From an optimization exercise on the open Yosys and OpenROAD flow, aimed at small area, a short achievable clock period and few clock cycles per item; shortcuts taken in it are not production practice.
For this run, only the layout was checked, not whether the RTL still works.

==> flow/design.v <==
module pipelined_floating_point_multiplier #(
  parameter int unsigned EXPONENT_WIDTH   = 8,
  parameter int unsigned MANTISSA_WIDTH   = 23,
  parameter int unsigned ROUND_TO_NEAREST = 1
) (
  input  logic        clk,
  input  logic        rst,
  input  logic        in_valid,
  output logic        in_ready,
  input  logic [31:0] a,
  input  logic [31:0] b,
  output logic        out_valid,
  input  logic        out_ready,
  output logic [31:0] out,
  output logic        underflow_flag,
  output logic        overflow_flag,
  output logic        invalid_operation_flag
);
  logic en;
  logic r2_v;
  fpm_rdy u_rdy_port (.v(r2_v), .ordy(out_ready), .rdy(in_ready));
  fpm_rdy u_rdy_en   (.v(r2_v), .ordy(out_ready), .rdy(en));
  logic        a_s, b_s;
  logic [7:0]  a_e, b_e;
  logic [22:0] a_m, b_m;
  assign {a_s, a_e, a_m} = a;
  assign {b_s, b_e, b_m} = b;
  logic a_e1, b_e1, a_ez, b_ez;
  assign a_e1 = &a_e;
  assign b_e1 = &b_e;
  assign a_ez = ~|a_e;
  assign b_ez = ~|b_e;
  logic [25:0] yy;
  logic [11:0] c_bone, c_btwo, c_bneg;
  assign yy = {1'b1, b_m, 1'b0};
  always_comb begin
    for (int k = 0; k < 12; k++) begin
      c_bone[k] = yy[2*k+1] ^ yy[2*k];
      c_btwo[k] = (yy[2*k+2] & ~yy[2*k+1] & ~yy[2*k]) | (~yy[2*k+2] & yy[2*k+1] & yy[2*k]);
      c_bneg[k] = yy[2*k+2];
    end
  end
  logic        r0_v;
  logic        r0_s;
  logic        r0_a_e1, r0_a_ez, r0_b_e1, r0_b_ez;
  logic [8:0]  r0_es;
  logic [22:0] r0_ma;
  logic [11:0] r0_bone, r0_btwo, r0_bneg;
  always_ff @(posedge clk or posedge rst) begin
    if (rst)     r0_v <= 1'b0;
    else if (en) r0_v <= in_valid;
  end
  always_ff @(posedge clk) begin
    if (en) begin
      r0_s    <= a_s ^ b_s;
      r0_a_e1 <= a_e1;
      r0_a_ez <= a_ez;
      r0_b_e1 <= b_e1;
      r0_b_ez <= b_ez;
      r0_es   <= {1'b0, a_e} + {1'b0, b_e};
      r0_ma   <= a_m;
      r0_bone <= c_bone;
      r0_btwo <= c_btwo;
      r0_bneg <= c_bneg;
    end
  end
  logic [47:15] ps, pc;
  logic         pcin;
  fpm_sigmul u_mul (.x(r0_ma), .bone(r0_bone), .btwo(r0_btwo), .bneg(r0_bneg),
                    .s(ps), .c(pc), .cin(pcin));
  logic [22:0] ym;
  always_comb begin
    for (int k = 0; k < 12; k++) begin
      if (2*k+1 <= 22) ym[2*k+1] = r0_bneg[k];
      ym[2*k] = r0_bone[k] ^ ((k == 0) ? 1'b0 : r0_bneg[(k == 0) ? 0 : k-1]);
    end
  end
  logic st0, st1;
  fpm_sticky u_sticky (.x(r0_ma), .y(ym), .st0(st0), .st1(st1));
  logic a_nan, b_nan, a_inf, b_inf;
  logic c_nan, c_inf, c_zero, c_inv;
  logic a_mz, b_mz;
  always_comb begin
    a_mz   = ~|r0_ma;
    b_mz   = ~|ym;
    a_nan  = r0_a_e1 && !a_mz;
    b_nan  = r0_b_e1 && !b_mz;
    a_inf  = r0_a_e1 && a_mz;
    b_inf  = r0_b_e1 && b_mz;
    c_nan  = 1'b0;
    c_inf  = 1'b0;
    c_zero = 1'b0;
    c_inv  = 1'b0;
    if (a_nan || b_nan) begin
      c_nan = 1'b1;
      c_inv = (a_nan && !r0_ma[22]) || (b_nan && !ym[22]);
    end else if ((a_inf && r0_b_ez) || (r0_a_ez && b_inf)) begin
      c_nan = 1'b1;
      c_inv = 1'b1;
    end else if (a_inf || b_inf) begin
      c_inf = 1'b1;
    end else if (r0_a_ez || r0_b_ez) begin
      c_zero = 1'b1;
    end
  end
  logic        r1_s, r1_nan, r1_inf, r1_zero, r1_inv;
  logic [8:0]  r1_es;
  logic [47:15] r1_ps, r1_pc;
  logic         r1_cin;
  logic        r1_st0, r1_st1;
  logic        r1_v;
  always_ff @(posedge clk or posedge rst) begin
    if (rst)     r1_v <= 1'b0;
    else if (en) r1_v <= r0_v;
  end
  always_ff @(posedge clk) begin
    if (en) begin
      r1_s    <= r0_s;
      r1_nan  <= c_nan;
      r1_inf  <= c_inf;
      r1_zero <= c_zero;
      r1_inv  <= c_inv;
      r1_es   <= r0_es;
      r1_ps   <= ps;
      r1_pc   <= pc;
      r1_cin  <= pcin;
      r1_st0  <= st0;               
      r1_st1  <= st1;               
    end
  end
  logic [47:15] r1_p;
  assign r1_p = r1_ps + r1_pc + 33'(r1_cin);
  logic        hi;
  logic [22:0] man_h, man_l;
  logic        rnd_h, rnd_l;
  logic [23:0] mr_h, mr_l;
  logic [22:0] man_r;
  logic        cy;
  logic        uf, of;
  logic [7:0]  e_p1, e_p2, e_out;
  logic [7:0]  e_0;
  logic        uf0, uf1, of0, of1, m0, m1;
  always_comb begin
    e_0 = r1_es[7:0] + 8'd129;       
    uf0 = r1_es < 9'd128;            
    uf1 = r1_es < 9'd127;            
    of0 = r1_es >= 9'd382;           
    of1 = r1_es >= 9'd381;           
    m0  = r1_es == 9'd381;           
    m1  = r1_es == 9'd380;           
  end
  always_comb begin
    hi    = r1_p[47];
    man_h = r1_p[46:24];
    man_l = r1_p[45:23];
    rnd_h = r1_p[23] && (r1_st1 || man_h[0]);
    rnd_l = r1_p[22] && (r1_st0 || man_l[0]);
    mr_h  = {1'b0, man_h} + 24'(rnd_h);
    mr_l  = {1'b0, man_l} + 24'(rnd_l);
    man_r = hi ? mr_h[22:0] : mr_l[22:0];
    cy    = hi ? mr_h[23] : mr_l[23];
    uf    = hi ? uf1 : uf0;
    of    = hi ? (of1 || (m1 && mr_h[23])) : (of0 || (m0 && mr_l[23]));
    e_p1  = r1_es[7:0] + 8'd130;
    e_p2  = r1_es[7:0] + 8'd131;
    e_out = (hi && cy) ? e_p2 : (hi || cy) ? e_p1 : e_0;
  end
  logic [31:0] o_d;
  logic        uf_d, of_d, inv_d;
  always_comb begin
    o_d   = {r1_s, e_out, man_r};
    uf_d  = 1'b0;
    of_d  = 1'b0;
    inv_d = 1'b0;
    if (r1_nan) begin
      o_d   = 32'hFFC00000;
      inv_d = r1_inv;
    end else if (r1_inf) begin
      o_d = {r1_s, 8'hFF, 23'd0};
    end else if (r1_zero) begin
      o_d = {r1_s, 31'd0};
    end else if (uf) begin
      o_d  = {r1_s, 31'd0};
      uf_d = 1'b1;
    end else if (of) begin
      o_d  = {r1_s, 8'hFF, 23'd0};
      of_d = 1'b1;
    end
  end
  logic [31:0] r2_o;
  logic        r2_uf, r2_of, r2_inv;
  always_ff @(posedge clk or posedge rst) begin
    if (rst)     r2_v <= 1'b0;
    else if (en) r2_v <= r1_v;
  end
  always_ff @(posedge clk) begin
    if (en) begin
      r2_o   <= o_d;
      r2_uf  <= uf_d;
      r2_of  <= of_d;
      r2_inv <= inv_d;
    end
  end
  assign out                    = r2_o;
  assign underflow_flag         = r2_uf;
  assign overflow_flag          = r2_of;
  assign invalid_operation_flag = r2_inv;
  assign out_valid = r2_v;
endmodule
module fpm_rdy (
  input  logic v,
  input  logic ordy,
  output logic rdy
);
  assign rdy = !(v && !ordy);
endmodule
module fpm_sticky (
  input  logic [22:0] x, y,
  output logic        st0, st1
);
  logic [23:0] za, zb;
  logic        z22, z23;
  always_comb begin
    for (int i = 0; i < 24; i++) begin
      za[i] = ~|({1'b0, x} & ((24'd1 << i) - 24'd1));
      zb[i] = ~|({1'b0, y} & ((24'd1 << i) - 24'd1));
    end
    z22 = 1'b0;
    z23 = 1'b0;
    for (int i = 0; i <= 22; i++) z22 = z22 | (za[i] & zb[22-i]);
    for (int i = 0; i <= 23; i++) z23 = z23 | (za[i] & zb[23-i]);
  end
  assign st0 = !z22;
  assign st1 = !z23;
endmodule
module fpm_sigmul (
  input  logic [22:0] x,
  input  logic [11:0] bone, btwo, bneg,
  output logic [47:15] s, c,
  output logic cin
);
  logic [23:0] xx;
  assign xx = {1'b1, x};
  logic [24:0] pp0;
  logic [24:0] pp1;
  logic [24:0] pp2;
  logic [24:0] pp3;
  logic [24:0] pp4;
  logic [24:0] pp5;
  logic [24:0] pp6;
  logic [24:0] pp7;
  logic [24:0] pp8;
  logic [24:0] pp9;
  logic [24:0] pp10;
  logic [24:0] pp11;
  always_comb begin
    pp0 = ({1'b0, xx} & {25{bone[0]}} | {xx, 1'b0} & {25{btwo[0]}}) ^ {25{bneg[0]}};
    pp1 = ({1'b0, xx} & {25{bone[1]}} | {xx, 1'b0} & {25{btwo[1]}}) ^ {25{bneg[1]}};
    pp2 = ({1'b0, xx} & {25{bone[2]}} | {xx, 1'b0} & {25{btwo[2]}}) ^ {25{bneg[2]}};
    pp3 = ({1'b0, xx} & {25{bone[3]}} | {xx, 1'b0} & {25{btwo[3]}}) ^ {25{bneg[3]}};
    pp4 = ({1'b0, xx} & {25{bone[4]}} | {xx, 1'b0} & {25{btwo[4]}}) ^ {25{bneg[4]}};
    pp5 = ({1'b0, xx} & {25{bone[5]}} | {xx, 1'b0} & {25{btwo[5]}}) ^ {25{bneg[5]}};
    pp6 = ({1'b0, xx} & {25{bone[6]}} | {xx, 1'b0} & {25{btwo[6]}}) ^ {25{bneg[6]}};
    pp7 = ({1'b0, xx} & {25{bone[7]}} | {xx, 1'b0} & {25{btwo[7]}}) ^ {25{bneg[7]}};
    pp8 = ({1'b0, xx} & {25{bone[8]}} | {xx, 1'b0} & {25{btwo[8]}}) ^ {25{bneg[8]}};
    pp9 = ({1'b0, xx} & {25{bone[9]}} | {xx, 1'b0} & {25{btwo[9]}}) ^ {25{bneg[9]}};
    pp10 = ({1'b0, xx} & {25{bone[10]}} | {xx, 1'b0} & {25{btwo[10]}}) ^ {25{bneg[10]}};
    pp11 = ({1'b0, xx} & {25{bone[11]}} | {xx, 1'b0} & {25{btwo[11]}}) ^ {25{bneg[11]}};
  end
  wire s1, c2;
  fpm_ha u_s1 (.a(bneg[8]), .b(pp0[16]), .s(s1), .c(c2));
  wire s3, c4;
  fpm_ha u_s3 (.a(pp0[17]), .b(pp1[15]), .s(s3), .c(c4));
  wire s5, c6;
  fpm_fa u_s5 (.a(bneg[9]), .b(pp0[18]), .ci(pp1[16]), .s(s5), .co(c6));
  wire s7, c8;
  fpm_ha u_s7 (.a(pp2[14]), .b(pp3[12]), .s(s7), .c(c8));
  wire s9, c10;
  fpm_fa u_s9 (.a(pp0[19]), .b(pp1[17]), .ci(pp2[15]), .s(s9), .co(c10));
  wire s11, c12;
  fpm_ha u_s11 (.a(pp3[13]), .b(pp4[11]), .s(s11), .c(c12));
  wire s13, c14;
  fpm_fa u_s13 (.a(bneg[10]), .b(pp0[20]), .ci(pp1[18]), .s(s13), .co(c14));
  wire s15, c16;
  fpm_fa u_s15 (.a(pp2[16]), .b(pp3[14]), .ci(pp4[12]), .s(s15), .co(c16));
  wire s17, c18;
  fpm_ha u_s17 (.a(pp5[10]), .b(pp6[8]), .s(s17), .c(c18));
  wire s19, c20;
  fpm_fa u_s19 (.a(pp0[21]), .b(pp1[19]), .ci(pp2[17]), .s(s19), .co(c20));
  wire s21, c22;
  fpm_fa u_s21 (.a(pp3[15]), .b(pp4[13]), .ci(pp5[11]), .s(s21), .co(c22));
  wire s23, c24;
  fpm_ha u_s23 (.a(pp6[9]), .b(pp7[7]), .s(s23), .c(c24));
  wire s25, c26;
  fpm_fa u_s25 (.a(bneg[11]), .b(pp0[22]), .ci(pp1[20]), .s(s25), .co(c26));
  wire s27, c28;
  fpm_fa u_s27 (.a(pp2[18]), .b(pp3[16]), .ci(pp4[14]), .s(s27), .co(c28));
  wire s29, c30;
  fpm_fa u_s29 (.a(pp5[12]), .b(pp6[10]), .ci(pp7[8]), .s(s29), .co(c30));
  wire s31, c32;
  fpm_ha u_s31 (.a(pp8[6]), .b(pp9[4]), .s(s31), .c(c32));
  wire s33, c34;
  fpm_fa u_s33 (.a(pp0[23]), .b(pp1[21]), .ci(pp2[19]), .s(s33), .co(c34));
  wire s35, c36;
  fpm_fa u_s35 (.a(pp3[17]), .b(pp4[15]), .ci(pp5[13]), .s(s35), .co(c36));
  wire s37, c38;
  fpm_fa u_s37 (.a(pp6[11]), .b(pp7[9]), .ci(pp8[7]), .s(s37), .co(c38));
  wire s39, c40;
  fpm_ha u_s39 (.a(pp9[5]), .b(pp10[3]), .s(s39), .c(c40));
  wire s41, c42;
  fpm_fa u_s41 (.a(x[0]), .b(pp0[24]), .ci(pp1[22]), .s(s41), .co(c42));
  wire s43, c44;
  fpm_fa u_s43 (.a(pp2[20]), .b(pp3[18]), .ci(pp4[16]), .s(s43), .co(c44));
  wire s45, c46;
  fpm_fa u_s45 (.a(pp5[14]), .b(pp6[12]), .ci(pp7[10]), .s(s45), .co(c46));
  wire s47, c48;
  fpm_fa u_s47 (.a(pp8[8]), .b(pp9[6]), .ci(pp10[4]), .s(s47), .co(c48));
  wire s49, c50;
  fpm_fa u_s49 (.a(x[1]), .b(bneg[0]), .ci(pp1[23]), .s(s49), .co(c50));
  wire s51, c52;
  fpm_fa u_s51 (.a(pp2[21]), .b(pp3[19]), .ci(pp4[17]), .s(s51), .co(c52));
  wire s53, c54;
  fpm_fa u_s53 (.a(pp5[15]), .b(pp6[13]), .ci(pp7[11]), .s(s53), .co(c54));
  wire s55, c56;
  fpm_fa u_s55 (.a(pp8[9]), .b(pp9[7]), .ci(pp10[5]), .s(s55), .co(c56));
  wire s57, c58;
  fpm_fa u_s57 (.a(x[2]), .b(bneg[0]), .ci(pp1[24]), .s(s57), .co(c58));
  wire s59, c60;
  fpm_fa u_s59 (.a(pp2[22]), .b(pp3[20]), .ci(pp4[18]), .s(s59), .co(c60));
  wire s61, c62;
  fpm_fa u_s61 (.a(pp5[16]), .b(pp6[14]), .ci(pp7[12]), .s(s61), .co(c62));
  wire s63, c64;
  fpm_fa u_s63 (.a(pp8[10]), .b(pp9[8]), .ci(pp10[6]), .s(s63), .co(c64));
  wire s65, c66;
  fpm_fa u_s65 (.a(x[3]), .b(~bneg[1]), .ci(~bneg[0]), .s(s65), .co(c66));
  wire s67, c68;
  fpm_fa u_s67 (.a(pp2[23]), .b(pp3[21]), .ci(pp4[19]), .s(s67), .co(c68));
  wire s69, c70;
  fpm_fa u_s69 (.a(pp5[17]), .b(pp6[15]), .ci(pp7[13]), .s(s69), .co(c70));
  wire s71, c72;
  fpm_fa u_s71 (.a(pp8[11]), .b(pp9[9]), .ci(pp10[7]), .s(s71), .co(c72));
  wire s73, c74;
  fpm_fa u_s73 (.a(x[4]), .b(1'b1), .ci(pp2[24]), .s(s73), .co(c74));
  wire s75, c76;
  fpm_fa u_s75 (.a(pp3[22]), .b(pp4[20]), .ci(pp5[18]), .s(s75), .co(c76));
  wire s77, c78;
  fpm_fa u_s77 (.a(pp6[16]), .b(pp7[14]), .ci(pp8[12]), .s(s77), .co(c78));
  wire s79, c80;
  fpm_ha u_s79 (.a(pp9[10]), .b(pp10[8]), .s(s79), .c(c80));
  wire s81, c82;
  fpm_fa u_s81 (.a(x[5]), .b(~bneg[2]), .ci(pp3[23]), .s(s81), .co(c82));
  wire s83, c84;
  fpm_fa u_s83 (.a(pp4[21]), .b(pp5[19]), .ci(pp6[17]), .s(s83), .co(c84));
  wire s85, c86;
  fpm_fa u_s85 (.a(pp7[15]), .b(pp8[13]), .ci(pp9[11]), .s(s85), .co(c86));
  wire s87, c88;
  fpm_fa u_s87 (.a(x[6]), .b(1'b1), .ci(pp3[24]), .s(s87), .co(c88));
  wire s89, c90;
  fpm_fa u_s89 (.a(pp4[22]), .b(pp5[20]), .ci(pp6[18]), .s(s89), .co(c90));
  wire s91, c92;
  fpm_ha u_s91 (.a(pp7[16]), .b(pp8[14]), .s(s91), .c(c92));
  wire s93, c94;
  fpm_fa u_s93 (.a(x[7]), .b(~bneg[3]), .ci(pp4[23]), .s(s93), .co(c94));
  wire s95, c96;
  fpm_fa u_s95 (.a(pp5[21]), .b(pp6[19]), .ci(pp7[17]), .s(s95), .co(c96));
  wire s97, c98;
  fpm_fa u_s97 (.a(x[8]), .b(1'b1), .ci(pp4[24]), .s(s97), .co(c98));
  wire s99, c100;
  fpm_ha u_s99 (.a(pp5[22]), .b(pp6[20]), .s(s99), .c(c100));
  wire s101, c102;
  fpm_fa u_s101 (.a(x[9]), .b(~bneg[4]), .ci(pp5[23]), .s(s101), .co(c102));
  wire s103, c104;
  fpm_ha u_s103 (.a(x[10]), .b(1'b1), .s(s103), .c(c104));
  wire s105, c106;
  fpm_ha u_s105 (.a(bneg[5]), .b(pp0[10]), .s(s105), .c(c106));
  wire s107, c108;
  fpm_ha u_s107 (.a(pp0[11]), .b(pp1[9]), .s(s107), .c(c108));
  wire s109, c110;
  fpm_fa u_s109 (.a(bneg[6]), .b(pp0[12]), .ci(pp1[10]), .s(s109), .co(c110));
  wire s111, c112;
  fpm_ha u_s111 (.a(pp2[8]), .b(pp3[6]), .s(s111), .c(c112));
  wire s113, c114;
  fpm_fa u_s113 (.a(pp0[13]), .b(pp1[11]), .ci(pp2[9]), .s(s113), .co(c114));
  wire s115, c116;
  fpm_ha u_s115 (.a(pp3[7]), .b(pp4[5]), .s(s115), .c(c116));
  wire s117, c118;
  fpm_fa u_s117 (.a(bneg[7]), .b(pp0[14]), .ci(pp1[12]), .s(s117), .co(c118));
  wire s119, c120;
  fpm_fa u_s119 (.a(pp2[10]), .b(pp3[8]), .ci(pp4[6]), .s(s119), .co(c120));
  wire s121, c122;
  fpm_ha u_s121 (.a(pp5[4]), .b(pp6[2]), .s(s121), .c(c122));
  wire s123, c124;
  fpm_fa u_s123 (.a(pp0[15]), .b(pp1[13]), .ci(pp2[11]), .s(s123), .co(c124));
  wire s125, c126;
  fpm_fa u_s125 (.a(pp3[9]), .b(pp4[7]), .ci(pp5[5]), .s(s125), .co(c126));
  wire s127, c128;
  fpm_ha u_s127 (.a(pp6[3]), .b(pp7[1]), .s(s127), .c(c128));
  wire s129, c130;
  fpm_fa u_s129 (.a(pp1[14]), .b(pp2[12]), .ci(pp3[10]), .s(s129), .co(c130));
  wire s131, c132;
  fpm_fa u_s131 (.a(pp4[8]), .b(pp5[6]), .ci(pp6[4]), .s(s131), .co(c132));
  wire s133, c134;
  fpm_fa u_s133 (.a(pp7[2]), .b(pp8[0]), .ci(s1), .s(s133), .co(c134));
  wire s135, c136;
  fpm_fa u_s135 (.a(pp2[13]), .b(pp3[11]), .ci(pp4[9]), .s(s135), .co(c136));
  wire s137, c138;
  fpm_fa u_s137 (.a(pp5[7]), .b(pp6[5]), .ci(pp7[3]), .s(s137), .co(c138));
  wire s139, c140;
  fpm_fa u_s139 (.a(pp8[1]), .b(c2), .ci(s3), .s(s139), .co(c140));
  wire s141, c142;
  fpm_fa u_s141 (.a(pp4[10]), .b(pp5[8]), .ci(pp6[6]), .s(s141), .co(c142));
  wire s143, c144;
  fpm_fa u_s143 (.a(pp7[4]), .b(pp8[2]), .ci(pp9[0]), .s(s143), .co(c144));
  wire s145, c146;
  fpm_fa u_s145 (.a(c4), .b(s7), .ci(s5), .s(s145), .co(c146));
  wire s147, c148;
  fpm_fa u_s147 (.a(pp5[9]), .b(pp6[7]), .ci(pp7[5]), .s(s147), .co(c148));
  wire s149, c150;
  fpm_fa u_s149 (.a(pp8[3]), .b(pp9[1]), .ci(c8), .s(s149), .co(c150));
  wire s151, c152;
  fpm_fa u_s151 (.a(s11), .b(c6), .ci(s9), .s(s151), .co(c152));
  wire s153, c154;
  fpm_fa u_s153 (.a(pp7[6]), .b(pp8[4]), .ci(pp9[2]), .s(s153), .co(c154));
  wire s155, c156;
  fpm_fa u_s155 (.a(pp10[0]), .b(c12), .ci(s17), .s(s155), .co(c156));
  wire s157, c158;
  fpm_fa u_s157 (.a(c10), .b(s13), .ci(s15), .s(s157), .co(c158));
  wire s159, c160;
  fpm_fa u_s159 (.a(pp8[5]), .b(pp9[3]), .ci(pp10[1]), .s(s159), .co(c160));
  wire s161, c162;
  fpm_fa u_s161 (.a(c18), .b(s23), .ci(c14), .s(s161), .co(c162));
  wire s163, c164;
  fpm_fa u_s163 (.a(c16), .b(s19), .ci(s21), .s(s163), .co(c164));
  wire s165, c166;
  fpm_fa u_s165 (.a(pp10[2]), .b(pp11[0]), .ci(c24), .s(s165), .co(c166));
  wire s167, c168;
  fpm_fa u_s167 (.a(s31), .b(c20), .ci(c22), .s(s167), .co(c168));
  wire s169, c170;
  fpm_fa u_s169 (.a(s25), .b(s27), .ci(s29), .s(s169), .co(c170));
  wire s171, c172;
  fpm_fa u_s171 (.a(pp11[1]), .b(c32), .ci(s39), .s(s171), .co(c172));
  wire s173, c174;
  fpm_fa u_s173 (.a(c26), .b(c28), .ci(c30), .s(s173), .co(c174));
  wire s175, c176;
  fpm_fa u_s175 (.a(s33), .b(s35), .ci(s37), .s(s175), .co(c176));
  wire s177, c178;
  fpm_fa u_s177 (.a(pp11[2]), .b(c40), .ci(c34), .s(s177), .co(c178));
  wire s179, c180;
  fpm_fa u_s179 (.a(c36), .b(c38), .ci(s41), .s(s179), .co(c180));
  wire s181, c182;
  fpm_fa u_s181 (.a(s43), .b(s45), .ci(s47), .s(s181), .co(c182));
  wire s183, c184;
  fpm_fa u_s183 (.a(pp11[3]), .b(s49), .ci(c42), .s(s183), .co(c184));
  wire s185, c186;
  fpm_fa u_s185 (.a(c44), .b(c46), .ci(c48), .s(s185), .co(c186));
  wire s187, c188;
  fpm_fa u_s187 (.a(s51), .b(s53), .ci(s55), .s(s187), .co(c188));
  wire s189, c190;
  fpm_fa u_s189 (.a(pp11[4]), .b(s57), .ci(c50), .s(s189), .co(c190));
  wire s191, c192;
  fpm_fa u_s191 (.a(c52), .b(c54), .ci(c56), .s(s191), .co(c192));
  wire s193, c194;
  fpm_fa u_s193 (.a(s59), .b(s61), .ci(s63), .s(s193), .co(c194));
  wire s195, c196;
  fpm_fa u_s195 (.a(pp11[5]), .b(s65), .ci(c58), .s(s195), .co(c196));
  wire s197, c198;
  fpm_fa u_s197 (.a(c60), .b(c62), .ci(c64), .s(s197), .co(c198));
  wire s199, c200;
  fpm_fa u_s199 (.a(s67), .b(s69), .ci(s71), .s(s199), .co(c200));
  wire s201, c202;
  fpm_fa u_s201 (.a(pp11[6]), .b(c66), .ci(s79), .s(s201), .co(c202));
  wire s203, c204;
  fpm_fa u_s203 (.a(s73), .b(c68), .ci(c70), .s(s203), .co(c204));
  wire s205, c206;
  fpm_fa u_s205 (.a(c72), .b(s75), .ci(s77), .s(s205), .co(c206));
  wire s207, c208;
  fpm_fa u_s207 (.a(pp10[9]), .b(pp11[7]), .ci(c80), .s(s207), .co(c208));
  wire s209, c210;
  fpm_fa u_s209 (.a(s81), .b(c74), .ci(c76), .s(s209), .co(c210));
  wire s211, c212;
  fpm_fa u_s211 (.a(c78), .b(s83), .ci(s85), .s(s211), .co(c212));
  wire s213, c214;
  fpm_fa u_s213 (.a(pp9[12]), .b(pp10[10]), .ci(pp11[8]), .s(s213), .co(c214));
  wire s215, c216;
  fpm_fa u_s215 (.a(s91), .b(s87), .ci(c82), .s(s215), .co(c216));
  wire s217, c218;
  fpm_fa u_s217 (.a(c84), .b(c86), .ci(s89), .s(s217), .co(c218));
  wire s219, c220;
  fpm_fa u_s219 (.a(pp8[15]), .b(pp9[13]), .ci(pp10[11]), .s(s219), .co(c220));
  wire s221, c222;
  fpm_fa u_s221 (.a(pp11[9]), .b(c92), .ci(s93), .s(s221), .co(c222));
  wire s223, c224;
  fpm_fa u_s223 (.a(c88), .b(c90), .ci(s95), .s(s223), .co(c224));
  wire s225, c226;
  fpm_fa u_s225 (.a(pp7[18]), .b(pp8[16]), .ci(pp9[14]), .s(s225), .co(c226));
  wire s227, c228;
  fpm_fa u_s227 (.a(pp10[12]), .b(pp11[10]), .ci(s99), .s(s227), .co(c228));
  wire s229, c230;
  fpm_fa u_s229 (.a(s97), .b(c94), .ci(c96), .s(s229), .co(c230));
  wire s231, c232;
  fpm_fa u_s231 (.a(pp6[21]), .b(pp7[19]), .ci(pp8[17]), .s(s231), .co(c232));
  wire s233, c234;
  fpm_fa u_s233 (.a(pp9[15]), .b(pp10[13]), .ci(pp11[11]), .s(s233), .co(c234));
  wire s235, c236;
  fpm_fa u_s235 (.a(c100), .b(s101), .ci(c98), .s(s235), .co(c236));
  wire s237, c238;
  fpm_fa u_s237 (.a(s103), .b(pp5[24]), .ci(pp6[22]), .s(s237), .co(c238));
  wire s239, c240;
  fpm_fa u_s239 (.a(pp7[20]), .b(pp8[18]), .ci(pp9[16]), .s(s239), .co(c240));
  wire s241, c242;
  fpm_fa u_s241 (.a(pp10[14]), .b(pp11[12]), .ci(c102), .s(s241), .co(c242));
  wire s243, c244;
  fpm_fa u_s243 (.a(x[11]), .b(c104), .ci(~bneg[5]), .s(s243), .co(c244));
  wire s245, c246;
  fpm_fa u_s245 (.a(pp6[23]), .b(pp7[21]), .ci(pp8[19]), .s(s245), .co(c246));
  wire s247, c248;
  fpm_fa u_s247 (.a(pp9[17]), .b(pp10[15]), .ci(pp11[13]), .s(s247), .co(c248));
  wire s249, c250;
  fpm_fa u_s249 (.a(x[12]), .b(1'b1), .ci(pp6[24]), .s(s249), .co(c250));
  wire s251, c252;
  fpm_fa u_s251 (.a(pp7[22]), .b(pp8[20]), .ci(pp9[18]), .s(s251), .co(c252));
  wire s253, c254;
  fpm_ha u_s253 (.a(pp10[16]), .b(pp11[14]), .s(s253), .c(c254));
  wire s255, c256;
  fpm_fa u_s255 (.a(x[13]), .b(~bneg[6]), .ci(pp7[23]), .s(s255), .co(c256));
  wire s257, c258;
  fpm_fa u_s257 (.a(pp8[21]), .b(pp9[19]), .ci(pp10[17]), .s(s257), .co(c258));
  wire s259, c260;
  fpm_fa u_s259 (.a(x[14]), .b(1'b1), .ci(pp7[24]), .s(s259), .co(c260));
  wire s261, c262;
  fpm_ha u_s261 (.a(pp8[22]), .b(pp9[20]), .s(s261), .c(c262));
  wire s263, c264;
  fpm_fa u_s263 (.a(x[15]), .b(~bneg[7]), .ci(pp8[23]), .s(s263), .co(c264));
  wire s265, c266;
  fpm_ha u_s265 (.a(x[16]), .b(1'b1), .s(s265), .c(c266));
  wire s267, c268;
  fpm_ha u_s267 (.a(bneg[3]), .b(pp0[6]), .s(s267), .c(c268));
  wire s269, c270;
  fpm_ha u_s269 (.a(pp0[7]), .b(pp1[5]), .s(s269), .c(c270));
  wire s271, c272;
  fpm_fa u_s271 (.a(bneg[4]), .b(pp0[8]), .ci(pp1[6]), .s(s271), .co(c272));
  wire s273, c274;
  fpm_ha u_s273 (.a(pp2[4]), .b(pp3[2]), .s(s273), .c(c274));
  wire s275, c276;
  fpm_fa u_s275 (.a(pp0[9]), .b(pp1[7]), .ci(pp2[5]), .s(s275), .co(c276));
  wire s277, c278;
  fpm_ha u_s277 (.a(pp3[3]), .b(pp4[1]), .s(s277), .c(c278));
  wire s279, c280;
  fpm_fa u_s279 (.a(pp1[8]), .b(pp2[6]), .ci(pp3[4]), .s(s279), .co(c280));
  wire s281, c282;
  fpm_fa u_s281 (.a(pp4[2]), .b(pp5[0]), .ci(s105), .s(s281), .co(c282));
  wire s283, c284;
  fpm_fa u_s283 (.a(pp2[7]), .b(pp3[5]), .ci(pp4[3]), .s(s283), .co(c284));
  wire s285, c286;
  fpm_fa u_s285 (.a(pp5[1]), .b(c106), .ci(s107), .s(s285), .co(c286));
  wire s287, c288;
  fpm_fa u_s287 (.a(pp4[4]), .b(pp5[2]), .ci(pp6[0]), .s(s287), .co(c288));
  wire s289, c290;
  fpm_fa u_s289 (.a(c108), .b(s111), .ci(s109), .s(s289), .co(c290));
  wire s291, c292;
  fpm_fa u_s291 (.a(pp5[3]), .b(pp6[1]), .ci(c112), .s(s291), .co(c292));
  wire s293, c294;
  fpm_fa u_s293 (.a(s115), .b(c110), .ci(s113), .s(s293), .co(c294));
  wire s295, c296;
  fpm_fa u_s295 (.a(pp7[0]), .b(c116), .ci(s121), .s(s295), .co(c296));
  wire s297, c298;
  fpm_fa u_s297 (.a(c114), .b(s117), .ci(s119), .s(s297), .co(c298));
  wire s299, c300;
  fpm_fa u_s299 (.a(c122), .b(s127), .ci(c118), .s(s299), .co(c300));
  wire s301, c302;
  fpm_fa u_s301 (.a(c120), .b(s123), .ci(s125), .s(s301), .co(c302));
  wire s303, c304;
  fpm_fa u_s303 (.a(c128), .b(c124), .ci(c126), .s(s303), .co(c304));
  wire s305, c306;
  fpm_fa u_s305 (.a(s129), .b(s131), .ci(s133), .s(s305), .co(c306));
  wire s307, c308;
  fpm_fa u_s307 (.a(c130), .b(c132), .ci(s135), .s(s307), .co(c308));
  wire s309, c310;
  fpm_fa u_s309 (.a(s137), .b(c134), .ci(s139), .s(s309), .co(c310));
  wire s311, c312;
  fpm_fa u_s311 (.a(c136), .b(c138), .ci(s141), .s(s311), .co(c312));
  wire s313, c314;
  fpm_fa u_s313 (.a(s143), .b(c140), .ci(s145), .s(s313), .co(c314));
  wire s315, c316;
  fpm_fa u_s315 (.a(c142), .b(c144), .ci(s147), .s(s315), .co(c316));
  wire s317, c318;
  fpm_fa u_s317 (.a(s149), .b(c146), .ci(s151), .s(s317), .co(c318));
  wire s319, c320;
  fpm_fa u_s319 (.a(c148), .b(s153), .ci(c150), .s(s319), .co(c320));
  wire s321, c322;
  fpm_fa u_s321 (.a(s155), .b(c152), .ci(s157), .s(s321), .co(c322));
  wire s323, c324;
  fpm_fa u_s323 (.a(c154), .b(s159), .ci(c156), .s(s323), .co(c324));
  wire s325, c326;
  fpm_fa u_s325 (.a(s161), .b(c158), .ci(s163), .s(s325), .co(c326));
  wire s327, c328;
  fpm_fa u_s327 (.a(c160), .b(s165), .ci(c162), .s(s327), .co(c328));
  wire s329, c330;
  fpm_fa u_s329 (.a(c164), .b(s167), .ci(s169), .s(s329), .co(c330));
  wire s331, c332;
  fpm_fa u_s331 (.a(c166), .b(s171), .ci(c168), .s(s331), .co(c332));
  wire s333, c334;
  fpm_fa u_s333 (.a(c170), .b(s173), .ci(s175), .s(s333), .co(c334));
  wire s335, c336;
  fpm_fa u_s335 (.a(c172), .b(s177), .ci(c174), .s(s335), .co(c336));
  wire s337, c338;
  fpm_fa u_s337 (.a(c176), .b(s179), .ci(s181), .s(s337), .co(c338));
  wire s339, c340;
  fpm_fa u_s339 (.a(c178), .b(s183), .ci(c180), .s(s339), .co(c340));
  wire s341, c342;
  fpm_fa u_s341 (.a(c182), .b(s185), .ci(s187), .s(s341), .co(c342));
  wire s343, c344;
  fpm_fa u_s343 (.a(c184), .b(c186), .ci(s189), .s(s343), .co(c344));
  wire s345, c346;
  fpm_fa u_s345 (.a(c188), .b(s191), .ci(s193), .s(s345), .co(c346));
  wire s347, c348;
  fpm_fa u_s347 (.a(s195), .b(c190), .ci(c192), .s(s347), .co(c348));
  wire s349, c350;
  fpm_fa u_s349 (.a(c194), .b(s197), .ci(s199), .s(s349), .co(c350));
  wire s351, c352;
  fpm_fa u_s351 (.a(s201), .b(c196), .ci(c198), .s(s351), .co(c352));
  wire s353, c354;
  fpm_fa u_s353 (.a(c200), .b(s203), .ci(s205), .s(s353), .co(c354));
  wire s355, c356;
  fpm_fa u_s355 (.a(s207), .b(c202), .ci(c204), .s(s355), .co(c356));
  wire s357, c358;
  fpm_fa u_s357 (.a(c206), .b(s209), .ci(s211), .s(s357), .co(c358));
  wire s359, c360;
  fpm_fa u_s359 (.a(s213), .b(c208), .ci(c210), .s(s359), .co(c360));
  wire s361, c362;
  fpm_fa u_s361 (.a(s215), .b(c212), .ci(s217), .s(s361), .co(c362));
  wire s363, c364;
  fpm_fa u_s363 (.a(c214), .b(s219), .ci(s221), .s(s363), .co(c364));
  wire s365, c366;
  fpm_fa u_s365 (.a(c216), .b(c218), .ci(s223), .s(s365), .co(c366));
  wire s367, c368;
  fpm_fa u_s367 (.a(c220), .b(s225), .ci(s227), .s(s367), .co(c368));
  wire s369, c370;
  fpm_fa u_s369 (.a(c222), .b(c224), .ci(s229), .s(s369), .co(c370));
  wire s371, c372;
  fpm_fa u_s371 (.a(c226), .b(s231), .ci(s233), .s(s371), .co(c372));
  wire s373, c374;
  fpm_fa u_s373 (.a(c228), .b(c230), .ci(s235), .s(s373), .co(c374));
  wire s375, c376;
  fpm_fa u_s375 (.a(c232), .b(c234), .ci(s237), .s(s375), .co(c376));
  wire s377, c378;
  fpm_fa u_s377 (.a(s239), .b(s241), .ci(c236), .s(s377), .co(c378));
  wire s379, c380;
  fpm_fa u_s379 (.a(s243), .b(c238), .ci(c240), .s(s379), .co(c380));
  wire s381, c382;
  fpm_fa u_s381 (.a(s245), .b(s247), .ci(c242), .s(s381), .co(c382));
  wire s383, c384;
  fpm_fa u_s383 (.a(c244), .b(s253), .ci(s249), .s(s383), .co(c384));
  wire s385, c386;
  fpm_fa u_s385 (.a(c246), .b(c248), .ci(s251), .s(s385), .co(c386));
  wire s387, c388;
  fpm_fa u_s387 (.a(pp11[15]), .b(c254), .ci(s255), .s(s387), .co(c388));
  wire s389, c390;
  fpm_fa u_s389 (.a(c250), .b(c252), .ci(s257), .s(s389), .co(c390));
  wire s391, c392;
  fpm_fa u_s391 (.a(pp10[18]), .b(pp11[16]), .ci(s261), .s(s391), .co(c392));
  wire s393, c394;
  fpm_fa u_s393 (.a(s259), .b(c256), .ci(c258), .s(s393), .co(c394));
  wire s395, c396;
  fpm_fa u_s395 (.a(pp9[21]), .b(pp10[19]), .ci(pp11[17]), .s(s395), .co(c396));
  wire s397, c398;
  fpm_fa u_s397 (.a(c262), .b(s263), .ci(c260), .s(s397), .co(c398));
  wire s399, c400;
  fpm_fa u_s399 (.a(s265), .b(pp8[24]), .ci(pp9[22]), .s(s399), .co(c400));
  wire s401, c402;
  fpm_fa u_s401 (.a(pp10[20]), .b(pp11[18]), .ci(c264), .s(s401), .co(c402));
  wire s403, c404;
  fpm_fa u_s403 (.a(x[17]), .b(c266), .ci(~bneg[8]), .s(s403), .co(c404));
  wire s405, c406;
  fpm_fa u_s405 (.a(pp9[23]), .b(pp10[21]), .ci(pp11[19]), .s(s405), .co(c406));
  wire s407, c408;
  fpm_fa u_s407 (.a(x[18]), .b(1'b1), .ci(pp9[24]), .s(s407), .co(c408));
  wire s409, c410;
  fpm_ha u_s409 (.a(pp10[22]), .b(pp11[20]), .s(s409), .c(c410));
  wire s411, c412;
  fpm_fa u_s411 (.a(x[19]), .b(~bneg[9]), .ci(pp10[23]), .s(s411), .co(c412));
  wire s413, c414;
  fpm_ha u_s413 (.a(x[20]), .b(1'b1), .s(s413), .c(c414));
  wire s415, c416;
  fpm_ha u_s415 (.a(bneg[2]), .b(pp0[4]), .s(s415), .c(c416));
  wire s417, c418;
  fpm_ha u_s417 (.a(pp0[5]), .b(pp1[3]), .s(s417), .c(c418));
  wire s419, c420;
  fpm_fa u_s419 (.a(pp1[4]), .b(pp2[2]), .ci(pp3[0]), .s(s419), .co(c420));
  wire s421, c422;
  fpm_fa u_s421 (.a(pp2[3]), .b(pp3[1]), .ci(c268), .s(s421), .co(c422));
  wire s423, c424;
  fpm_fa u_s423 (.a(pp4[0]), .b(c270), .ci(s273), .s(s423), .co(c424));
  wire s425, c426;
  fpm_fa u_s425 (.a(c274), .b(s277), .ci(c272), .s(s425), .co(c426));
  wire s427, c428;
  fpm_fa u_s427 (.a(c278), .b(c276), .ci(s279), .s(s427), .co(c428));
  wire s429, c430;
  fpm_fa u_s429 (.a(c280), .b(s283), .ci(c282), .s(s429), .co(c430));
  wire s431, c432;
  fpm_fa u_s431 (.a(c284), .b(s287), .ci(c286), .s(s431), .co(c432));
  wire s433, c434;
  fpm_fa u_s433 (.a(c288), .b(s291), .ci(c290), .s(s433), .co(c434));
  wire s435, c436;
  fpm_fa u_s435 (.a(c292), .b(s295), .ci(c294), .s(s435), .co(c436));
  wire s437, c438;
  fpm_fa u_s437 (.a(c296), .b(s299), .ci(c298), .s(s437), .co(c438));
  wire s439, c440;
  fpm_fa u_s439 (.a(c300), .b(c302), .ci(s303), .s(s439), .co(c440));
  wire s441, c442;
  fpm_fa u_s441 (.a(c304), .b(s307), .ci(c306), .s(s441), .co(c442));
  wire s443, c444;
  fpm_fa u_s443 (.a(c308), .b(s311), .ci(c310), .s(s443), .co(c444));
  wire s445, c446;
  fpm_fa u_s445 (.a(c312), .b(s315), .ci(c314), .s(s445), .co(c446));
  wire s447, c448;
  fpm_fa u_s447 (.a(c316), .b(s319), .ci(c318), .s(s447), .co(c448));
  wire s449, c450;
  fpm_fa u_s449 (.a(s323), .b(c320), .ci(c322), .s(s449), .co(c450));
  wire s451, c452;
  fpm_fa u_s451 (.a(c324), .b(s327), .ci(c326), .s(s451), .co(c452));
  wire s453, c454;
  fpm_fa u_s453 (.a(c328), .b(s331), .ci(c330), .s(s453), .co(c454));
  wire s455, c456;
  fpm_fa u_s455 (.a(c332), .b(s335), .ci(c334), .s(s455), .co(c456));
  wire s457, c458;
  fpm_fa u_s457 (.a(c336), .b(s339), .ci(c338), .s(s457), .co(c458));
  wire s459, c460;
  fpm_fa u_s459 (.a(c340), .b(s343), .ci(c342), .s(s459), .co(c460));
  wire s461, c462;
  fpm_fa u_s461 (.a(c344), .b(s347), .ci(c346), .s(s461), .co(c462));
  wire s463, c464;
  fpm_fa u_s463 (.a(c348), .b(s351), .ci(c350), .s(s463), .co(c464));
  wire s465, c466;
  fpm_fa u_s465 (.a(s355), .b(c352), .ci(c354), .s(s465), .co(c466));
  wire s467, c468;
  fpm_fa u_s467 (.a(s359), .b(c356), .ci(c358), .s(s467), .co(c468));
  wire s469, c470;
  fpm_fa u_s469 (.a(s363), .b(c360), .ci(c362), .s(s469), .co(c470));
  wire s471, c472;
  fpm_fa u_s471 (.a(s367), .b(c364), .ci(c366), .s(s471), .co(c472));
  wire s473, c474;
  fpm_fa u_s473 (.a(s371), .b(c368), .ci(c370), .s(s473), .co(c474));
  wire s475, c476;
  fpm_fa u_s475 (.a(c372), .b(s375), .ci(c374), .s(s475), .co(c476));
  wire s477, c478;
  fpm_fa u_s477 (.a(c376), .b(s379), .ci(s381), .s(s477), .co(c478));
  wire s479, c480;
  fpm_fa u_s479 (.a(s383), .b(c380), .ci(s385), .s(s479), .co(c480));
  wire s481, c482;
  fpm_fa u_s481 (.a(s387), .b(c384), .ci(c386), .s(s481), .co(c482));
  wire s483, c484;
  fpm_fa u_s483 (.a(s391), .b(c388), .ci(c390), .s(s483), .co(c484));
  wire s485, c486;
  fpm_fa u_s485 (.a(s395), .b(c392), .ci(c394), .s(s485), .co(c486));
  wire s487, c488;
  fpm_fa u_s487 (.a(c396), .b(s399), .ci(s401), .s(s487), .co(c488));
  wire s489, c490;
  fpm_fa u_s489 (.a(s403), .b(c400), .ci(s405), .s(s489), .co(c490));
  wire s491, c492;
  fpm_fa u_s491 (.a(c404), .b(s409), .ci(s407), .s(s491), .co(c492));
  wire s493, c494;
  fpm_fa u_s493 (.a(pp11[21]), .b(c410), .ci(s411), .s(s493), .co(c494));
  wire s495, c496;
  fpm_fa u_s495 (.a(s413), .b(pp10[24]), .ci(pp11[22]), .s(s495), .co(c496));
  wire s497, c498;
  fpm_fa u_s497 (.a(x[21]), .b(c414), .ci(~bneg[10]), .s(s497), .co(c498));
  wire s499, c500;
  fpm_ha u_s499 (.a(x[22]), .b(1'b1), .s(s499), .c(c500));
  wire s501, c502;
  fpm_ha u_s501 (.a(bneg[1]), .b(pp0[2]), .s(s501), .c(c502));
  wire s503, c504;
  fpm_ha u_s503 (.a(pp0[3]), .b(pp1[1]), .s(s503), .c(c504));
  wire s505, c506;
  fpm_fa u_s505 (.a(pp1[2]), .b(pp2[0]), .ci(s415), .s(s505), .co(c506));
  wire s507, c508;
  fpm_fa u_s507 (.a(pp2[1]), .b(c416), .ci(s417), .s(s507), .co(c508));
  wire s509, c510;
  fpm_fa u_s509 (.a(c418), .b(s267), .ci(s419), .s(s509), .co(c510));
  wire s511, c512;
  fpm_fa u_s511 (.a(s269), .b(c420), .ci(s421), .s(s511), .co(c512));
  wire s513, c514;
  fpm_fa u_s513 (.a(s271), .b(c422), .ci(s423), .s(s513), .co(c514));
  wire s515, c516;
  fpm_fa u_s515 (.a(s275), .b(c424), .ci(s425), .s(s515), .co(c516));
  wire s517, c518;
  fpm_fa u_s517 (.a(s281), .b(c426), .ci(s427), .s(s517), .co(c518));
  wire s519, c520;
  fpm_fa u_s519 (.a(s285), .b(c428), .ci(s429), .s(s519), .co(c520));
  wire s521, c522;
  fpm_fa u_s521 (.a(s289), .b(s431), .ci(c430), .s(s521), .co(c522));
  wire s523, c524;
  fpm_fa u_s523 (.a(s293), .b(c432), .ci(s433), .s(s523), .co(c524));
  wire s525, c526;
  fpm_fa u_s525 (.a(s297), .b(s435), .ci(c434), .s(s525), .co(c526));
  wire s527, c528;
  fpm_fa u_s527 (.a(s301), .b(s437), .ci(c436), .s(s527), .co(c528));
  wire s529, c530;
  fpm_fa u_s529 (.a(s305), .b(c438), .ci(s439), .s(s529), .co(c530));
  wire s531, c532;
  fpm_fa u_s531 (.a(s309), .b(c440), .ci(s441), .s(s531), .co(c532));
  wire s533, c534;
  fpm_fa u_s533 (.a(s313), .b(c442), .ci(s443), .s(s533), .co(c534));
  wire s535, c536;
  fpm_fa u_s535 (.a(s317), .b(c444), .ci(s445), .s(s535), .co(c536));
  wire s537, c538;
  fpm_fa u_s537 (.a(s321), .b(c446), .ci(s447), .s(s537), .co(c538));
  wire s539, c540;
  fpm_fa u_s539 (.a(s325), .b(c448), .ci(s449), .s(s539), .co(c540));
  wire s541, c542;
  fpm_fa u_s541 (.a(s329), .b(s451), .ci(c450), .s(s541), .co(c542));
  wire s543, c544;
  fpm_fa u_s543 (.a(s333), .b(s453), .ci(c452), .s(s543), .co(c544));
  wire s545, c546;
  fpm_fa u_s545 (.a(s337), .b(s455), .ci(c454), .s(s545), .co(c546));
  wire s547, c548;
  fpm_fa u_s547 (.a(s341), .b(c456), .ci(s457), .s(s547), .co(c548));
  wire s549, c550;
  fpm_fa u_s549 (.a(s345), .b(c458), .ci(s459), .s(s549), .co(c550));
  wire s551, c552;
  fpm_fa u_s551 (.a(s349), .b(c460), .ci(s461), .s(s551), .co(c552));
  wire s553, c554;
  fpm_fa u_s553 (.a(s353), .b(c462), .ci(s463), .s(s553), .co(c554));
  wire s555, c556;
  fpm_fa u_s555 (.a(s357), .b(s465), .ci(c464), .s(s555), .co(c556));
  wire s557, c558;
  fpm_fa u_s557 (.a(s361), .b(s467), .ci(c466), .s(s557), .co(c558));
  wire s559, c560;
  fpm_fa u_s559 (.a(s365), .b(s469), .ci(c468), .s(s559), .co(c560));
  wire s561, c562;
  fpm_fa u_s561 (.a(s369), .b(s471), .ci(c470), .s(s561), .co(c562));
  wire s563, c564;
  fpm_fa u_s563 (.a(s373), .b(s473), .ci(c472), .s(s563), .co(c564));
  wire s565, c566;
  fpm_fa u_s565 (.a(s377), .b(s475), .ci(c474), .s(s565), .co(c566));
  wire s567, c568;
  fpm_fa u_s567 (.a(c378), .b(s477), .ci(c476), .s(s567), .co(c568));
  wire s569, c570;
  fpm_fa u_s569 (.a(c382), .b(s479), .ci(c478), .s(s569), .co(c570));
  wire s571, c572;
  fpm_fa u_s571 (.a(s389), .b(s481), .ci(c480), .s(s571), .co(c572));
  wire s573, c574;
  fpm_fa u_s573 (.a(s393), .b(s483), .ci(c482), .s(s573), .co(c574));
  wire s575, c576;
  fpm_fa u_s575 (.a(s397), .b(s485), .ci(c484), .s(s575), .co(c576));
  wire s577, c578;
  fpm_fa u_s577 (.a(c398), .b(s487), .ci(c486), .s(s577), .co(c578));
  wire s579, c580;
  fpm_fa u_s579 (.a(c402), .b(s489), .ci(c488), .s(s579), .co(c580));
  wire s581, c582;
  fpm_fa u_s581 (.a(c406), .b(s491), .ci(c490), .s(s581), .co(c582));
  wire s583, c584;
  fpm_fa u_s583 (.a(c408), .b(s493), .ci(c492), .s(s583), .co(c584));
  wire s585, c586;
  fpm_fa u_s585 (.a(c412), .b(s495), .ci(c494), .s(s585), .co(c586));
  wire s587, c588;
  fpm_fa u_s587 (.a(pp11[23]), .b(s497), .ci(c496), .s(s587), .co(c588));
  wire s589, c590;
  fpm_fa u_s589 (.a(s499), .b(pp11[24]), .ci(c498), .s(s589), .co(c590));
  wire s591, c592;
  fpm_fa u_s591 (.a(1'b1), .b(c500), .ci(~bneg[11]), .s(s591), .co(c592));
  logic [47:0] r0, r1;
  logic [15:0] lsum;
  assign r0 = {c590, c588, c586, c584, c582, c580, c578, c576, c574, c572, c570, c568, c566, c564, c562, c560, c558, c556, c554, c552, c550, c548, c546, c544, c542, c540, c538, c536, c534, c532, c530, c528, c526, c524, c522, c520, c518, c516, c514, c512, c510, c508, c506, c504, c502, s501, pp0[1], bneg[0]};
  assign r1 = {s591, s589, s587, s585, s583, s581, s579, s577, s575, s573, s571, s569, s567, s565, s563, s561, s559, s557, s555, s553, s551, s549, s547, s545, s543, s541, s539, s537, s535, s533, s531, s529, s527, s525, s523, s521, s519, s517, s515, s513, s511, s509, s507, s505, s503, pp1[0], 1'b0, pp0[0]};
  assign lsum = {1'b0, r0[14:0]} + {1'b0, r1[14:0]};
  assign cin = lsum[15];
  assign s = r0[47:15];
  assign c = r1[47:15];
endmodule
module fpm_fa (
  input  logic a, b, ci,
  output logic s, co
);
  assign s  = a ^ b ^ ci;
  assign co = (a & b) | (a & ci) | (b & ci);
endmodule
module fpm_ha (
  input  logic a, b,
  output logic s, c
);
  assign s = a ^ b;
  assign c = a & b;
endmodule
==> flow/flow/run.sh <==
#!/bin/bash
# The standard layout with two changes: the port buffers are buf_1
# cells, and the sticky-bit module, which is off the critical paths, is
# mapped by ABC with flow/abc_area.script (area recovery) before ORFS's own
# abc call maps the rest with its speed script. The rest of the standard flow's
# synthesis script (synth_recipe.tcl) runs unchanged. The make output goes to
# standard.log; ORFS keeps each step's log under orfs/logs.
set -euo pipefail
here=$(pwd)
export BUFFER_PORTS_ARGS="-buffer_cell sky130_fd_sc_hd__buf_1"
export FLOW_SYNTH_TCL="$here/synth_recipe.tcl"
export MY_ABC_AREA_SCRIPT="$here/flow/abc_area.script"
export MY_ABC_AREA_MODULES="fpm_sticky"
sed "s|SYNTH_SCRIPT=[^ ]*|SYNTH_SCRIPT=$here/flow/synth_wrap.tcl|" standard.sh > standard_abc.sh
bash standard_abc.sh > standard.log 2>&1
==> flow/flow/abc_area.script <==
&get -n
&st
&dch
&nf -R 1000
&put
buffer -c
topo
stime -c
upsize -c
dnsize -c
==> flow/flow/synth_wrap.tcl <==
# synth_recipe.tcl with one change: before ORFS's abc call maps the design,
# the modules named in MY_ABC_AREA_MODULES are mapped alone with the script
# MY_ABC_AREA_SCRIPT (area-oriented; these modules are off the critical
# paths). ORFS's own abc call then maps the rest as usual.
proc abc {args} {
  if {[info exists ::env(MY_ABC_AREA_MODULES)] && [info exists ::env(MY_ABC_AREA_SCRIPT)]} {
    set a $args
    set i [lsearch -exact $a -script]
    if {$i >= 0} {
      lset a [expr {$i + 1}] $::env(MY_ABC_AREA_SCRIPT)
      puts "synth_wrap: abc maps $::env(MY_ABC_AREA_MODULES) with $::env(MY_ABC_AREA_SCRIPT)"
      yosys abc {*}$a {*}$::env(MY_ABC_AREA_MODULES)
    }
  }
  yosys abc {*}$args
}
source $::env(FLOW_SYNTH_TCL)
==> flow/standard.sh <==
#!/bin/bash
# synth_recipe.tcl (not shown) runs the flow's synth.tcl, then flattens the netlist and writes it again
# the make line also repeats each setting of config.mk as NAME=value (left out here)
make -C /OpenROAD-flow-scripts/flow DESIGN_CONFIG=/design/flow/config.mk WORK_HOME=/design/flow/orfs CLKGATE_MAP_FILE= SYNTH_SCRIPT=/design/flow/synth_recipe.tcl "${@:-finish}"
==> flow/config.mk <==
export PLATFORM = sky130hd
export DESIGN_NAME = pipelined_floating_point_multiplier
export DESIGN_NICKNAME = pipelined_floating_point_multiplier
export VERILOG_FILES = /design/flow/design.v
export SDC_FILE = /design/flow/constraint.sdc
export NUM_CORES = 4
export LEC_CHECK = 0
export CAP_MARGIN = 20
export CORE_MARGIN = 2
export CORE_UTILIZATION = 40
export SETUP_SLACK_MARGIN = 4.95
export SLEW_MARGIN = 20
export SYNTH_HIERARCHICAL = 1
==> flow/constraint.sdc <==
create_clock -name core_clock -period 9.0 [get_ports {clk}]
set_input_delay 1.8000 -clock core_clock [delete_from_list [all_inputs] [get_ports {clk}]]
set_output_delay 1.8000 -clock core_clock [all_outputs]
set_load 0.01 [all_outputs]
==> flow_metrics.tcl <==
set metrics [dict create \
    final_period_minus_worst_setup_slack_ns 4.24 \
    die_x_um 243 \
    slew-limit-headroom 0.214 \
    end_kind "flip-flop" \
    port_buffers 104 \
    critPathLaunchType "flip-flop" \
    timing_max_transition_violations_final 0 \
    postSynth.asyncResetShare 0.0155 \
    run_status "timing/DRC/antenna clean" \
    synth.cell_area_um2 22900 \
    cp_data_required_time_ns 9.20 \
    timing.critical_path.max_delay_family "compound AO/OA/AOI/OAI gates" \
    final.setup.tns_ns 0 \
    clockRootBuffer "sky130_fd_sc_hd__clkbuf_16" \
    synth_top_area_cell "sky130_fd_sc_hd__edfxtp_1" \
    mostFrequentLayoutCells "sky130_fd_sc_hd__xnor2_1 (321), sky130_fd_sc_hd__fa_1 (263), sky130_fd_sc_hd__a22oi_1 (260)" \
    clk-insertion-delay-late_ns 0.49 \
    crit_path_max_incr_delay_ns 0.41 \
    max_slew.worst_pin.slew_ns 1.18 \
    avgSynthCellArea_um2 11.0 \
    detail_route.iter0.violations 1563 \
    clock-skew-final_ns 0.0226 \
    final_nets 2552 \
    grt_pass1_wl_mm 103 \
    core_region_area_um2 56500 \
    dr_total_vias 17300 \
    antenna-diode-count 0 \
    finalHoldViolCount 0 \
    starting_utilization_of_the_core_area 0.406 \
    worst_path_max_delay_cell "sky130_fd_sc_hd__or3b_4" \
    synth_sequential_area_ratio 0.252 \
    routedWlPerCell_um 23.2 \
    path_cells "ha_1, a21o_1, a32o_2, o211ai_2, or3b_4, a311o_1, buf_4, nor4_4, nand4_1, buf_4, o31a_1, o21ai_4, buf_8, a211oi_1" \
    yosysTopAreaCellShare 0.249 \
    critical-path-top-cell-by-count "sky130_fd_sc_hd__buf_4" \
    critPathArrivalTime_ns 4.44 \
    number_of_enable_type_register_cells_in_the_synthesized_netlist 190 \
    post_cts_hold_fix_bufs 0 \
    ant_nets 0 \
    worst-path-max-fanout 12 \
    viasPerCell 5.97 \
    routed_wl_mm 67.1 \
    max_cap_violations 0 \
    htreeDepth 4 \
    groute.usage.overall 0.224 \
    n_fill_cell 5269 \
    drcViolationCount 0 \
    commonest_non_fill_non_tap_cell_in_the_layout "sky130_fd_sc_hd__xnor2_1" \
    synth-seq-cells 193 \
    cts.sinks 193 \
    cts-buffers-inserted 17 \
    worst-setup-path-type "flip-flop to flip-flop" \
    cts_buffer_depth 2 \
    synthToLayoutAreaGrowth_pct 10.4 \
    synth-warning-count 9 \
    via_count_of_the_first_global_routing_pass 18000 \
    layout-drive-gt1-share 0.125 \
    die-height_um 243 \
    gpl.final_weighted_congestion 0.876 \
    antenna_found_initial 1 \
    post_synth_inst_count 2091 \
    initial_drt_pass_iterations 6 \
    timing.final.setup_violations 0 \
    top_level_ports 105 \
    cts.reportedPaths.clkPinSlew_ns 0.08 \
    die_area_um2 59200 \
    tritoncts "built" \
    dpl_hpwl_mm 42.1 \
    netlist-cell-type-count 95 \
    yosys_most_used_dff "sky130_fd_sc_hd__edfxtp_1" \
    holdCritPathClass "flip-flop to flip-flop" \
    globalRoute.totalOverflow 0 \
    timing.critical_path.buf_inv 3 \
    final_util 0.448 \
    final_min_period_over_clock_period 0.471 \
    synth_top_cells_by_area "sky130_fd_sc_hd__edfxtp_1 (25%), sky130_fd_sc_hd__fa_1 (23%), sky130_fd_sc_hd__xnor2_1 (12%)" \
    grt_setup_unrepaired "yes" \
    maximum_number_of_pins_on_one_net_before_global_route_repair 76 \
    max_freq_ghz 0.236 \
    rows 87 \
]
[cells in the mapped netlist, types with 9 or more instances]
cell / count
sky130_fd_sc_hd__xnor2_1: 326
sky130_fd_sc_hd__fa_1: 265
sky130_fd_sc_hd__a22oi_1: 264
sky130_fd_sc_hd__edfxtp_1: 190
sky130_fd_sc_hd__buf_2: 125
sky130_fd_sc_hd__ha_1: 95
sky130_fd_sc_hd__nand2_1: 85
sky130_fd_sc_hd__nor2_1: 81
sky130_fd_sc_hd__buf_4: 80
sky130_fd_sc_hd__a21oi_1: 72
sky130_fd_sc_hd__xor2_1: 57
sky130_fd_sc_hd__o21ai_0: 45
sky130_fd_sc_hd__inv_1: 39
sky130_fd_sc_hd__nor3_1: 30
sky130_fd_sc_hd__a211oi_1: 23
sky130_fd_sc_hd__nor4_1: 23
sky130_fd_sc_hd__nand3_1: 21
sky130_fd_sc_hd__nand4_1: 21
sky130_fd_sc_hd__nand2b_1: 18
sky130_fd_sc_hd__a21o_1: 14
sky130_fd_sc_hd__o21ai_1: 12
sky130_fd_sc_hd__and2_1: 10
sky130_fd_sc_hd__o21a_1: 10
sky130_fd_sc_hd__or4_1: 10
sky130_fd_sc_hd__clkbuf_1: 9
sky130_fd_sc_hd__or3_1: 9
[modules after synthesis (local to each module, per instance)]
module | times used | flip-flops and latches
pipelined_floating_point_multiplier | 1 | 193
fpm_sigmul | 1 | 0
fpm_sticky | 1 | 0
fpm_fa | 264 | 0
fpm_ha | 32 | 0
fpm_rdy | 2 | 0
[sequential cells by signal, summed over array words and instances (netlist names), 9 cells and up]
signal   count
r1_pc       33
r1_es        9
r2_o        32
r0_es        9
r0_bneg     11
r0_bone     12
r0_ma       23
r0_btwo     12
r1_ps       33
[layer usage]
layer	up-vias	track usage	routed length (µm)
met5	-	0	13
met4	2	0.0915	2340
met3	155	0.0586	6100
met2	836	0.344	30300
met1	8706	0.299	28400
li1	7581	-	-
[worst register-to-register path, stage by stage (launching register included)]
cell and delay, ns:
sky130_fd_sc_hd__edfxtp_1 0.37, sky130_fd_sc_hd__ha_1 0.33, sky130_fd_sc_hd__a21o_1 0.21, sky130_fd_sc_hd__a32o_2 0.34
sky130_fd_sc_hd__o211ai_2 0.20, sky130_fd_sc_hd__or3b_4 0.41, sky130_fd_sc_hd__a311o_1 0.38, sky130_fd_sc_hd__buf_4 0.15
sky130_fd_sc_hd__nor4_4 0.27, sky130_fd_sc_hd__nand4_1 0.24, sky130_fd_sc_hd__buf_4 0.22, sky130_fd_sc_hd__o31a_1 0.32
sky130_fd_sc_hd__o21ai_4 0.27, sky130_fd_sc_hd__buf_8 0.18, sky130_fd_sc_hd__a211oi_1 0.06
[cell families (layout without fill, tap and decap cells)]
logic type / Yosys count / after routing / synth area share
compound gates: 522 / 522 / 0.163
fa+ha+maj: 360 / 360 / 0.283
xor+xnor: 384 / 385 / 0.147
flops: 193 / 193 / 0.252
mux: 7 / 7 / 0.00327
buf+inv: 255 / 289 / 0.0620
other cells: 2 / 13 / 0.000328
simple gates: 368 / 368 / 0.0887
[path summary, 6_finish.rpt]
check | start | slack (ns) | cells past startpoint | to
worst max-delay path | r1_ps[17] | 4.76 | 14 | r2_o[4]
worst min-delay path | r0_es[4] | 0.42 | 0 | r1_es[4]
worst max register to register | r1_ps[17] | 4.76 | 14 | r2_o[4]
worst min register to register | r0_es[4] | 0.42 | 0 | r1_es[4]
max in group asynchronous | rst | 7.74 | 2 | r0_v
min in group asynchronous | rst | 1.13 | 2 | r2_v
[area by class of cell]
| class | count | area, µm² | area share |
|---|---|---|---|
| Tap cell | 756 | 946 | 0.0374 |
| Timing Repair Buffer | 218 | 1440 | 0.0568 |
| Sequential cell | 193 | 5780 | 0.228 |
| Multi-Input combinational cell | 1655 | 16300 | 0.646 |
| Inverter | 39 | 146 | 0.00578 |
| Clock buffer | 18 | 439 | 0.0174 |
| Clock inverter | 14 | 219 | 0.00865 |
[metrics by stage]
| stage | cell area, µm² | cells | setup slack [ns] | hold WS, ns |
|---|---|---|---|---|
| floorplan | 23100 | 2102 | 4.89 | 0.400 |
| global placement | 23600 | 2806 | 4.29 | 0.401 |
| detailed placement | 23600 | 2806 | 4.19 | 0.405 |
| CTS | 24700 | 2871 | 4.72 | 0.422 |
| global route | 25300 | 2893 | 4.56 | 0.429 |
| finish | 25300 | 2893 | 4.76 | 0.418 |
[repair_timing]
item | 4_1_cts | 5_1_grt
resized for setup | 44 | 91
pin swaps | 34 | 30
gates cloned | 0 | 5
endpoints found under the setup margin | 36 | 35
setup buffers | 33 | 17

afterwards: timing with drivers on the ports:
How much do the figures lean on ideal ports? The routed layout below was timed once more, with nothing changed but the port constraints. Step 1 sets driving cells, clkbuf_16 on the clock port and buf_2 on the other inputs (assumed; they add their load-dependent delay and slew). Step 2 also shifts input and output timing later by t, the mid clock arrival at the registers, as if the neighbouring blocks saw the same clock. Three values: no drivers, after step 1, after step 2; two values: the first two.
t (ns): 0.540
setup WS [ns]: 4.764 / 4.764 / 4.764
hold WS [ns]: 0.418 / 0.418 / 0.418
clock arrival spread, ns: 0.023 / 0.023
worst data-port slew with drivers (ns): 0.04
After both steps this run still meets setup and hold. For this run, drivers alone change the setup slack by 0.000 ns; drivers and shift together by 0.000 ns.
